Background: an optimization exercise with open tools, aiming at small area, a short achievable clock period and few clock cycles. Do not read the settings as production practice.
In this exercise RTL edits were held to simulation tests only and were not proved equivalent to the original.
No activity file was given, so power comes from the tool's default toggle rates.

File: flow/config.mk
export PLATFORM = sky130hd
export DESIGN_NAME = deadline_timer_queue
export DESIGN_NICKNAME = deadline_timer_queue
export VERILOG_FILES = /design/flow/design.v
export SDC_FILE = /design/flow/constraint.sdc
export NUM_CORES = 4
export LEC_CHECK = 0
export CAP_MARGIN = 20
export CORE_MARGIN = 2
export CORE_UTILIZATION = 40
export SLEW_MARGIN = 20
File: flow/constraint.sdc
create_clock -name core_clock -period 6.0 [get_ports {clk}]
set_input_delay 1.2000 -clock core_clock [delete_from_list [all_inputs] [get_ports {clk}]]
set_output_delay 1.2000 -clock core_clock [all_outputs]
set_load 0.01 [all_outputs]
File: flow/design.v
package dtq_pkg;
    localparam int DEPTH_DEFAULT = 32;
    localparam int DL_W   = 48;
    localparam int TAG_W  = 32;
    localparam int ORD_W  = 32;
    localparam int PER_W  = 16;
    localparam int CFG_W  = 32;
    localparam logic OPC_TICK = 1'b0;
    localparam logic OPC_ADD  = 1'b1;
    localparam logic CFG_MARKER = 1'b0;
    localparam logic CFG_PERIOD = 1'b1;
    localparam logic [1:0] KIND_ACCEPT = 2'd0;
    localparam logic [1:0] KIND_FULL   = 2'd1;
    localparam logic [1:0] KIND_EXPIRE = 2'd2;
    localparam logic [1:0] KIND_DONE   = 2'd3;
    typedef enum logic [3:0] {
        S_CLEAR,
        S_IDLE,
        S_ADD,
        S_ADD_RES,
        S_MARK,
        S_SRCH_INIT,
        S_SRCH,
        S_HANDLE,
        S_DONE
    } state_t;
    typedef enum logic [2:0] {
        OP_NONE,
        OP_CLEAR,
        OP_ADD,
        OP_MARK,
        OP_SRCH
    } scan_op_t;
    typedef struct packed {
        scan_op_t op;
        logic     start;
        logic     tick_inc;
        logic     latch;
        logic     emit_add;
        logic     handle;
        logic     emit_done;
    } cmd_t;
    typedef struct packed {
        logic cnt_done;
        logic scan_done;
        logic best_ok;
        logic out_free;
    } status_t;
    typedef struct packed {
        logic              valid;
        logic              pend;
        logic [DL_W-1:0]   dl;
        logic [TAG_W-1:0]  tag;
        logic [ORD_W-1:0]  ord;
    } slot_t;
endpackage
import dtq_pkg::*;
module dtq_ctrl (
    input  logic              clk,
    input  logic              rst_n,
    input  logic              in_valid,
    input  logic              in_opcode,
    output logic              in_ready,
    output dtq_pkg::cmd_t     cmd,
    input  dtq_pkg::status_t  sts
);
    dtq_pkg::state_t state_reg;
    dtq_pkg::state_t state_next;
    always_ff @(posedge clk or negedge rst_n)
    begin
        if (!rst_n)
        begin
            state_reg <= S_CLEAR;
        end
        else
        begin
            state_reg <= state_next;
        end
    end
    always_comb
    begin
        state_next = state_reg;
        unique case (state_reg)
            S_CLEAR:
            begin
                if (sts.cnt_done) state_next = S_IDLE;
            end
            S_IDLE:
            begin
                if (in_valid) state_next = (in_opcode == OPC_ADD) ? S_ADD : S_MARK;
            end
            S_ADD:
            begin
                if (sts.scan_done) state_next = S_ADD_RES;
            end
            S_ADD_RES:
            begin
                if (sts.out_free) state_next = S_IDLE;
            end
            S_MARK:
            begin
                if (sts.scan_done) state_next = S_SRCH_INIT;
            end
            S_SRCH_INIT:
            begin
                state_next = S_SRCH;
            end
            S_SRCH:
            begin
                if (sts.scan_done) state_next = sts.best_ok ? S_HANDLE : S_DONE;
            end
            S_HANDLE:
            begin
                if (sts.out_free) state_next = S_SRCH_INIT;
            end
            S_DONE:
            begin
                if (sts.out_free) state_next = S_IDLE;
            end
            default:
            begin
                state_next = S_IDLE;
            end
        endcase
    end
    always_comb
    begin
        cmd      = '0;
        cmd.op   = OP_NONE;
        in_ready = 1'b0;
        unique case (state_reg)
            S_CLEAR:     cmd.op = OP_CLEAR;
            S_IDLE:
            begin
                in_ready = 1'b1;
                if (in_valid)
                begin
                    cmd.start    = 1'b1;
                    cmd.latch    = 1'b1;
                    cmd.tick_inc = (in_opcode == OPC_TICK);
                end
            end
            S_ADD:       cmd.op = OP_ADD;
            S_ADD_RES:   cmd.emit_add = sts.out_free;
            S_MARK:      cmd.op = OP_MARK;
            S_SRCH_INIT: cmd.start = 1'b1;
            S_SRCH:      cmd.op = OP_SRCH;
            S_HANDLE:    cmd.handle = sts.out_free;
            S_DONE:      cmd.emit_done = sts.out_free;
            default:     cmd.op = OP_NONE;
        endcase
    end
endmodule
import dtq_pkg::*;
module dtq_datapath #(
    parameter int DEPTH = dtq_pkg::DEPTH_DEFAULT
) (
    input  logic                              clk,
    input  logic                              rst_n,
    input  dtq_pkg::cmd_t                     cmd,
    output dtq_pkg::status_t                  sts,
    input  logic [dtq_pkg::DL_W-1:0]          in_deadline,
    input  logic signed [dtq_pkg::TAG_W-1:0]  in_tag,
    input  logic                              cfg_we,
    input  logic                              cfg_index,
    input  logic [dtq_pkg::CFG_W-1:0]         cfg_wdata,
    output logic                              out_valid,
    input  logic                              out_ready,
    output logic [1:0]                        out_kind,
    output logic [dtq_pkg::DL_W-1:0]          out_deadline,
    output logic signed [dtq_pkg::TAG_W-1:0]  out_tag,
    output logic                              out_switch,
    output logic                              out_last
);
    localparam int AW = (DEPTH > 1) ? $clog2(DEPTH) : 1;
    localparam int CW = AW + 1;
    localparam int SW = 2 + dtq_pkg::DL_W + dtq_pkg::TAG_W + dtq_pkg::ORD_W;
    logic [SW-1:0] mem [DEPTH];
    logic [CW-1:0]      cnt_reg, cnt_next;
    logic               rd_ok_reg;
    logic [AW-1:0]      rd_idx_reg;
    dtq_pkg::slot_t              rd_word_reg;
    logic [DL_W-1:0]    tick_reg;
    logic [ORD_W-1:0]   seq_reg;
    logic [TAG_W-1:0]   marker_reg;
    logic [PER_W-1:0]   period_reg;
    logic               found_reg;
    logic               sw_reg;
    logic [DL_W-1:0]    hold_dl_reg;
    logic [TAG_W-1:0]   hold_tag_reg;
    logic               best_ok_reg;
    logic [AW-1:0]      best_idx_reg;
    logic [DL_W-1:0]    best_dl_reg;
    logic [TAG_W-1:0]   best_tag_reg;
    logic [ORD_W-1:0]   best_ord_reg;
    logic               out_valid_reg;
    logic               cnt_done;
    logic               step;
    logic               add_wr;
    logic               best_sw;
    logic               better;
    logic               out_free;
    logic               out_load;
    logic               wr_en;
    logic [AW-1:0]      wr_addr;
    dtq_pkg::slot_t              wr_data;
    logic [PER_W-1:0]   period_eff;
    assign cnt_done   = (cnt_reg == CW'(DEPTH));
    assign step       = !cnt_done && (cmd.op == OP_ADD || cmd.op == OP_MARK
                                      || cmd.op == OP_SRCH);
    assign add_wr     = (cmd.op == OP_ADD) && rd_ok_reg && !rd_word_reg.valid && !found_reg;
    assign best_sw    = (best_tag_reg == marker_reg);
    assign better     = !best_ok_reg || (rd_word_reg.dl < best_dl_reg)
                        || (rd_word_reg.dl == best_dl_reg && rd_word_reg.ord < best_ord_reg);
    assign out_free   = !out_valid_reg || out_ready;
    assign out_load   = cmd.emit_add || cmd.emit_done || (cmd.handle && !best_sw);
    assign period_eff = (period_reg == '0) ? PER_W'(1) : period_reg;
    assign sts.cnt_done  = cnt_done;
    assign sts.scan_done = cnt_done && !rd_ok_reg;
    assign sts.best_ok   = best_ok_reg;
    assign sts.out_free  = out_free;
    always_comb
    begin
        wr_en   = 1'b0;
        wr_addr = rd_idx_reg;
        wr_data = rd_word_reg;
        if (cmd.op == OP_CLEAR && !cnt_done)
        begin
            wr_en   = 1'b1;
            wr_addr = cnt_reg[AW-1:0];
            wr_data = '0;
        end
        else if (add_wr)
        begin
            wr_en         = 1'b1;
            wr_data.valid = 1'b1;
            wr_data.pend  = 1'b0;
            wr_data.dl    = hold_dl_reg;
            wr_data.tag   = hold_tag_reg;
            wr_data.ord   = seq_reg;
        end
        else if (cmd.op == OP_MARK && rd_ok_reg)
        begin
            wr_en        = 1'b1;
            wr_data.pend = rd_word_reg.valid && (rd_word_reg.dl <= tick_reg);
        end
        else if (cmd.handle)
        begin
            wr_en         = 1'b1;
            wr_addr       = best_idx_reg;
            wr_data.valid = best_sw;
            wr_data.pend  = 1'b0;
            wr_data.dl    = tick_reg + DL_W'(period_eff);
            wr_data.tag   = best_tag_reg;
            wr_data.ord   = seq_reg;
        end
    end
    always_ff @(posedge clk)
    begin
        if (wr_en) mem[wr_addr] <= wr_data;
        if (step) rd_word_reg <= mem[cnt_reg[AW-1:0]];
    end
    always_comb
    begin
        cnt_next = cnt_reg;
        if (cmd.start) cnt_next = '0;
        else if (step || (cmd.op == OP_CLEAR && !cnt_done)) cnt_next = cnt_reg + CW'(1);
    end
    always_ff @(posedge clk or negedge rst_n)
    begin
        if (!rst_n)
        begin
            cnt_reg       <= '0;
            rd_ok_reg     <= 1'b0;
            rd_idx_reg    <= '0;
            tick_reg      <= '0;
            seq_reg       <= '0;
            marker_reg    <= 32'h8000_0000;
            period_reg    <= PER_W'(2);
            found_reg     <= 1'b0;
            sw_reg        <= 1'b0;
            best_ok_reg   <= 1'b0;
            out_valid_reg <= 1'b0;
        end
        else
        begin
            cnt_reg    <= cnt_next;
            rd_ok_reg  <= step;
            rd_idx_reg <= cnt_reg[AW-1:0];
            if (cmd.tick_inc)
            begin
                tick_reg <= tick_reg + DL_W'(1);
                sw_reg   <= 1'b0;
            end
            if (add_wr || (cmd.handle && best_sw)) seq_reg <= seq_reg + ORD_W'(1);
            if (cmd.handle && best_sw) sw_reg <= 1'b1;
            if (cmd.start)
            begin
                found_reg   <= 1'b0;
                best_ok_reg <= 1'b0;
            end
            else
            begin
                if (add_wr) found_reg <= 1'b1;
                if (cmd.op == OP_SRCH && rd_ok_reg && rd_word_reg.pend && better)
                    best_ok_reg <= 1'b1;
            end
            if (cfg_we)
            begin
                case (cfg_index)
                    CFG_MARKER: marker_reg <= cfg_wdata;
                    CFG_PERIOD: period_reg <= cfg_wdata[PER_W-1:0];
                    default:    marker_reg <= marker_reg;
                endcase
            end
            if (out_load) out_valid_reg <= 1'b1;
            else if (out_ready) out_valid_reg <= 1'b0;
        end
    end
    always_ff @(posedge clk)
    begin
        if (cmd.latch)
        begin
            hold_dl_reg  <= in_deadline;
            hold_tag_reg <= in_tag;
        end
        if (cmd.op == OP_SRCH && rd_ok_reg && rd_word_reg.pend && better)
        begin
            best_idx_reg <= rd_idx_reg;
            best_dl_reg  <= rd_word_reg.dl;
            best_tag_reg <= rd_word_reg.tag;
            best_ord_reg <= rd_word_reg.ord;
        end
        if (cmd.emit_add)
        begin
            out_kind     <= found_reg ? KIND_ACCEPT : KIND_FULL;
            out_deadline <= '0;
            out_tag      <= '0;
            out_switch   <= 1'b0;
            out_last     <= 1'b1;
        end
        else if (cmd.emit_done)
        begin
            out_kind     <= KIND_DONE;
            out_deadline <= '0;
            out_tag      <= '0;
            out_switch   <= sw_reg;
            out_last     <= 1'b1;
        end
        else if (out_load)
        begin
            out_kind     <= KIND_EXPIRE;
            out_deadline <= best_dl_reg;
            out_tag      <= best_tag_reg;
            out_switch   <= 1'b0;
            out_last     <= 1'b0;
        end
    end
    assign out_valid = out_valid_reg;
endmodule
import dtq_pkg::*;
module deadline_timer_queue #(
    parameter int DEPTH = dtq_pkg::DEPTH_DEFAULT
) (
    input  logic                              clk,
    input  logic                              rst_n,
    input  logic                              req_valid,
    output logic                              req_ready,
    input  logic                              req_opcode,
    input  logic [dtq_pkg::DL_W-1:0]          req_deadline,
    input  logic signed [dtq_pkg::TAG_W-1:0]  req_tag,
    output logic                              rsp_valid,
    input  logic                              rsp_ready,
    output logic [1:0]                        rsp_kind,
    output logic [dtq_pkg::DL_W-1:0]          rsp_expired_deadline,
    output logic signed [dtq_pkg::TAG_W-1:0]  rsp_expired_tag,
    output logic                              rsp_switch_due,
    output logic                              rsp_last,
    input  logic                              cfg_we,
    input  logic                              cfg_index,
    input  logic [dtq_pkg::CFG_W-1:0]         cfg_wdata
);
    dtq_pkg::cmd_t    cmd;
    dtq_pkg::status_t sts;
    dtq_ctrl u_ctrl (
        .clk       (clk),
        .rst_n     (rst_n),
        .in_valid  (req_valid),
        .in_opcode (req_opcode),
        .in_ready  (req_ready),
        .cmd       (cmd),
        .sts       (sts)
    );
    dtq_datapath #(
        .DEPTH (DEPTH)
    ) u_dp (
        .clk          (clk),
        .rst_n        (rst_n),
        .cmd          (cmd),
        .sts          (sts),
        .in_deadline  (req_deadline),
        .in_tag       (req_tag),
        .cfg_we       (cfg_we),
        .cfg_index    (cfg_index),
        .cfg_wdata    (cfg_wdata),
        .out_valid    (rsp_valid),
        .out_ready    (rsp_ready),
        .out_kind     (rsp_kind),
        .out_deadline (rsp_expired_deadline),
        .out_tag      (rsp_expired_tag),
        .out_switch   (rsp_switch_due),
        .out_last     (rsp_last)
    );
endmodule
File: flow/run.sh
#!/bin/bash
# synth_recipe.tcl (not shown) runs the flow's synth.tcl, then flattens the netlist and writes it again
# the make line also repeats each setting of config.mk as NAME=value (left out here)
make -C /OpenROAD-flow-scripts/flow DESIGN_CONFIG=/design/flow/config.mk WORK_HOME=/design/flow/orfs CLKGATE_MAP_FILE= SYNTH_SCRIPT=/design/flow/synth_recipe.tcl finish
==> results.sh <==
export IMPL_relSlewSlack=0.236
export IMPL_drv_cap=0
export IMPL_finalSetupTns_ns=0
export IMPL_rows=234
export IMPL_dp_hpwl_um=268000
export IMPL_place_area_um2=174000
export IMPL_dieHeight_um=643
export IMPL_overflow=0
export IMPL_largest_reg_flops=3648
export IMPL_outcome="timing/DRC/antenna clean"
export IMPL_crit_path_end="u_dp.mem[2][92]$_DFFE_PP_"
export IMPL_crit_buf_inv=4
export IMPL_fmax_mhz=209
export IMPL_ys_flop_type="edfxtp_1"
export IMPL_arrival_ns=5.33
export IMPL_crit_slowest_cell="clkdlybuf4s50_1"
export IMPL_async_reset_ff_frac=0.0353
export IMPL_gp_congestion=0.882
export IMPL_cts_resized=0
export IMPL_path_clk_slew_ns=0.06
export IMPL_drtIter0Drc=10200
export IMPL_ctsHoldBuffers=0
export IMPL_initial_utilization=0.402
export IMPL_first_pass_iters=5
export IMPL_clock_latency_ns=0.98
export IMPL_syn_nets=7813
export IMPL_ys_warn_count=2
export IMPL_power_density_nw_per_um2=511
export IMPL_seq_area_um2=124000
export IMPL_ys_types=78
export IMPL_final_antenna_net_count=0
export IMPL_grt_pass1_wl_um=630000
export IMPL_post_cts_buffers=0
export IMPL_reg2regPathDepth=9
export IMPL_worstPathCellList="clkdlybuf4s50_1 -> nor2b_1 -> nor4_4 -> buf_4 -> nand2_1 -> a31oi_1 -> nand2_1 -> nor2_4 -> buf_12 -> buf_16"
export IMPL_first_global_vias=80400
export IMPL_fillers=33600
export IMPL_numPortBuffers=204
export IMPL_r2r_end="u_dp.mem[5][106]$_DFFE_PP_"
export IMPL_hold_viol=0
export IMPL_viasPerCell=5.81
export IMPL_numCtsBuffers=420
export IMPL_die_w_um=643
export IMPL_routed_wl_um=448000
export IMPL_critPathMostFrequentCell="nand2_1"
export IMPL_wire_per_inst_um=32.3
export IMPL_r2r_slack_ns=1.26
export IMPL_finalCritPeriodShare=0.798
export IMPL_critPathLaunch="rsp_ready"
export IMPL_drc=0
export IMPL_cts_buffer_depth=4
export IMPL_finalCriticalPeriod_ns=4.79
export IMPL_fin_util=0.462
export IMPL_rsz0062_at_grt="false"
export IMPL_critPathRequiredTime_ns=6.55
export IMPL_syn_inst=7546
export IMPL_worstSetupPathDepth=10
export IMPL_report_power_total_uw=95900
export IMPL_dieArea_um2=414000
export IMPL_grt_max_degree=153
export IMPL_root_buffer="clkbuf_16"
export IMPL_ys_seq_elements=4191
export IMPL_ir_worst_vdd_v=0.000461
export IMPL_antenna_found_initial=32
export IMPL_ctsHtreeMaxLevel=5
export IMPL_crit_type="input port to flop"
export IMPL_num_nets_final=8335
export IMPL_maxSlewViolCount=0
export IMPL_track_usage=0.213
export IMPL_areaGrowthSynthToFinish_pct=14.9
export IMPL_synthesis_area_um2=163000
export IMPL_syn_area_per_cell_um2=21.7
export IMPL_endpoint_kind="flop"
export IMPL_cp_slowest_stage_delay_ns=0.68
export IMPL_cts_sinks=4191
export IMPL_whs_ns=0.292
export IMPL_leakagePower_uw=0.0587
export IMPL_setup_viol=0
export IMPL_fin_skew_ns=0.0771
export IMPL_fin_area_um2=188000
export IMPL_critPathLaunchType="input port"
export IMPL_path_delay_family="buffers and inverters"
export IMPL_r2r_start="u_dp.cnt_reg[0]$_DFFE_PN0P_"
export IMPL_hold_path_class="input port to asynchronous set/reset pin"
export IMPL_multi_input_area_um2=37700
export IMPL_crit_fanout=71
export IMPL_core_area_um2=406000
export IMPL_dr_total_vias=80500
export IMPL_tightest_slew_ns=1.15
export IMPL_cts_tree="yes"
export IMPL_seq_area_frac_synth=0.760
export IMPL_io_pins=205
export IMPL_synth_edff_count=3961
export IMPL_drive_gt1_frac=0.275
[synth_stat cells (3+ instances only)]
cell / count / area [um2]
nor2b_1: 16 / 100
and3_1: 11 / 68.8
nor4b_1: 3 / 26.3
o221ai_1: 33 / 289
dfxtp_1: 82 / 1640
nand3_1: 37 / 185
o21ai_1: 3 / 15.0
or4_1: 6 / 45.0
nor3_1: 47 / 235
xnor2_1: 91 / 797
dfrtp_1: 146 / 3650
edfxtp_1: 3961 / 119000
nand2b_1: 7 / 43.8
nor2_1: 112 / 420
nor4_2: 3 / 37.5
a211oi_1: 17 / 128
a21boi_0: 3 / 22.5
or2_2: 6 / 37.5
a221oi_1: 7 / 61.3
or2_1: 3 / 18.8
a21o_1: 20 / 150
o211ai_1: 10 / 75.1
or3_1: 11 / 68.8
o31ai_1: 3 / 22.5
nand4_1: 57 / 357
o21ai_0: 55 / 275
inv_1: 144 / 541
ha_1: 147 / 1840
a22oi_1: 32 / 240
buf_1: 40 / 150
nor4_1: 32 / 200
a31oi_1: 6 / 37.5
a21oi_1: 252 / 1260
mux2i_1: 9 / 90.1
buf_2: 34 / 170
clkbuf_1: 313 / 1170
o21a_1: 7 / 52.6
nand2_1: 359 / 1350
mux2_2: 163 / 1840
mux4_2: 1140 / 25700
nor3b_1: 7 / 52.6
xor2_1: 63 / 552
[area by class of cell]
class,count,share of cell area
inverters,145,0.00290
clock inverters,239,0.0116
multi-input cells,2823,0.201
well taps,5428,0.0362
flip-flops and latches,4191,0.662
clock buffers,538,0.0601
repair buffers,487,0.0259
diodes,16,0.000213
[kinds of logic after synthesis]
logic type	Yosys count	synth area share
AO/OA/AOI/OAI	474	0.0175
XOR/XNOR	154	0.00825
adder cells (fa/ha/maj)	148	0.0114
buffers and inverters	532	0.0125
flip-flops	4191	0.760
multiplexers	1312	0.169
AND/OR/NAND/NOR	735	0.0210
[stage by stage]
step	worst slack, ns	std cells
finish	1.21	13900
floorplan	-2.41	7546
global route	0.973	13900
detailed placement	0.286	13100
CTS	1.21	13800
global placement	-0.315	13100
[cells in the final DEF, fill, tap and decap left out, types with 14 or more instances in the layout]
master,count
edfxtp_1,3961
mux4_2,1140
clkbuf_16,429
nand2_1,358
buf_4,226
a21oi_1,205
clkdlybuf4s50_1,203
mux2_2,163
ha_1,147
inv_1,144
dfrtp_1,141
clkbuf_1,95
xnor2_1,91
clkinv_1,87
dfxtp_1,82
nor2_1,78
clkinv_2,75
xor2_1,63
nand4_1,57
o21ai_0,54
buf_12,48
a21oi_2,44
nor3_1,43
nand3_1,37
nor2_4,34
o221ai_1,33
bufinv_16,33
a22oi_1,32
nor4_1,28
a21o_1,20
a211oi_1,17
diode_2,16
nor2b_1,15
clkbuf_8,15
clkinvlp_4,14
[power breakdown]
group / leakage [uW] / internal (uW) / switching (uW)
logic: 0.0138 / 9950 / 17700
clock network: 0.00657 / 14700 / 11100
registers: 0.0383 / 41000 / 1490
total: 0.0587 / 65600 / 30300
[per-layer routing]
metal  track usage  part of all wire  routed length [um]
met4        0.0806             0.043               19400
met2         0.347              0.49              218000
met1         0.293              0.40              178000
met3        0.0291             0.072               32200
met5             0           0.00018                  79
[how the worst min path moves through the flow]
stage,startpoint,endpoint,slack [ns],depth (start not counted)
CTS,rst_n,u_dp.seq_reg[8]$_DFFE_PN0P_,0.25,1
detailed placement,u_dp.rd_word_reg[42]$_DFFE_PP_,u_dp.best_tag_reg[10]$_DFFE_PP_,0.44,0
finish,rst_n,u_dp.seq_reg[8]$_DFFE_PN0P_,0.29,1
global route,rst_n,u_dp.seq_reg[8]$_DFFE_PN0P_,0.31,1
global placement,u_dp.rd_word_reg[36]$_DFFE_PP_,u_dp.best_tag_reg[4]$_DFFE_PP_,0.43,0
floorplan,u_dp.cnt_reg[2]$_DFFE_PN0P_,u_dp.rd_idx_reg[2]$_DFF_PN0_,0.35,0
Testbench counts, summed over its fixed seeds: cycles 519,530.

## static timing again, ports no longer ideal
No port has a modelled driver above. Below, the same layout with a new extraction and two added sets of constraints. Step 1 assumes that a clkbuf_16 drives the clock port and a buf_2 every other input. Step 2 adds t to the input delays and takes it off the output delays; t is the mean of the earliest and latest rising clock arrival at the registers after step 1. Input paths then give back, and output paths get back, about the clock's delay inside the block. a / b / c = ideal / step 1 / step 2; a / b = the first two.
t (ns): 1.041
setup WS [ns]: 1.213 / 1.256 / 0.244
slew at the worst register clock pin (ns): 0.07 / 0.07
pins driven straight from the clock port: 1
After both steps setup and hold are still met in this run. The setup slack of this run moves by +0.043 ns with the drivers and by -0.969 ns with both steps.
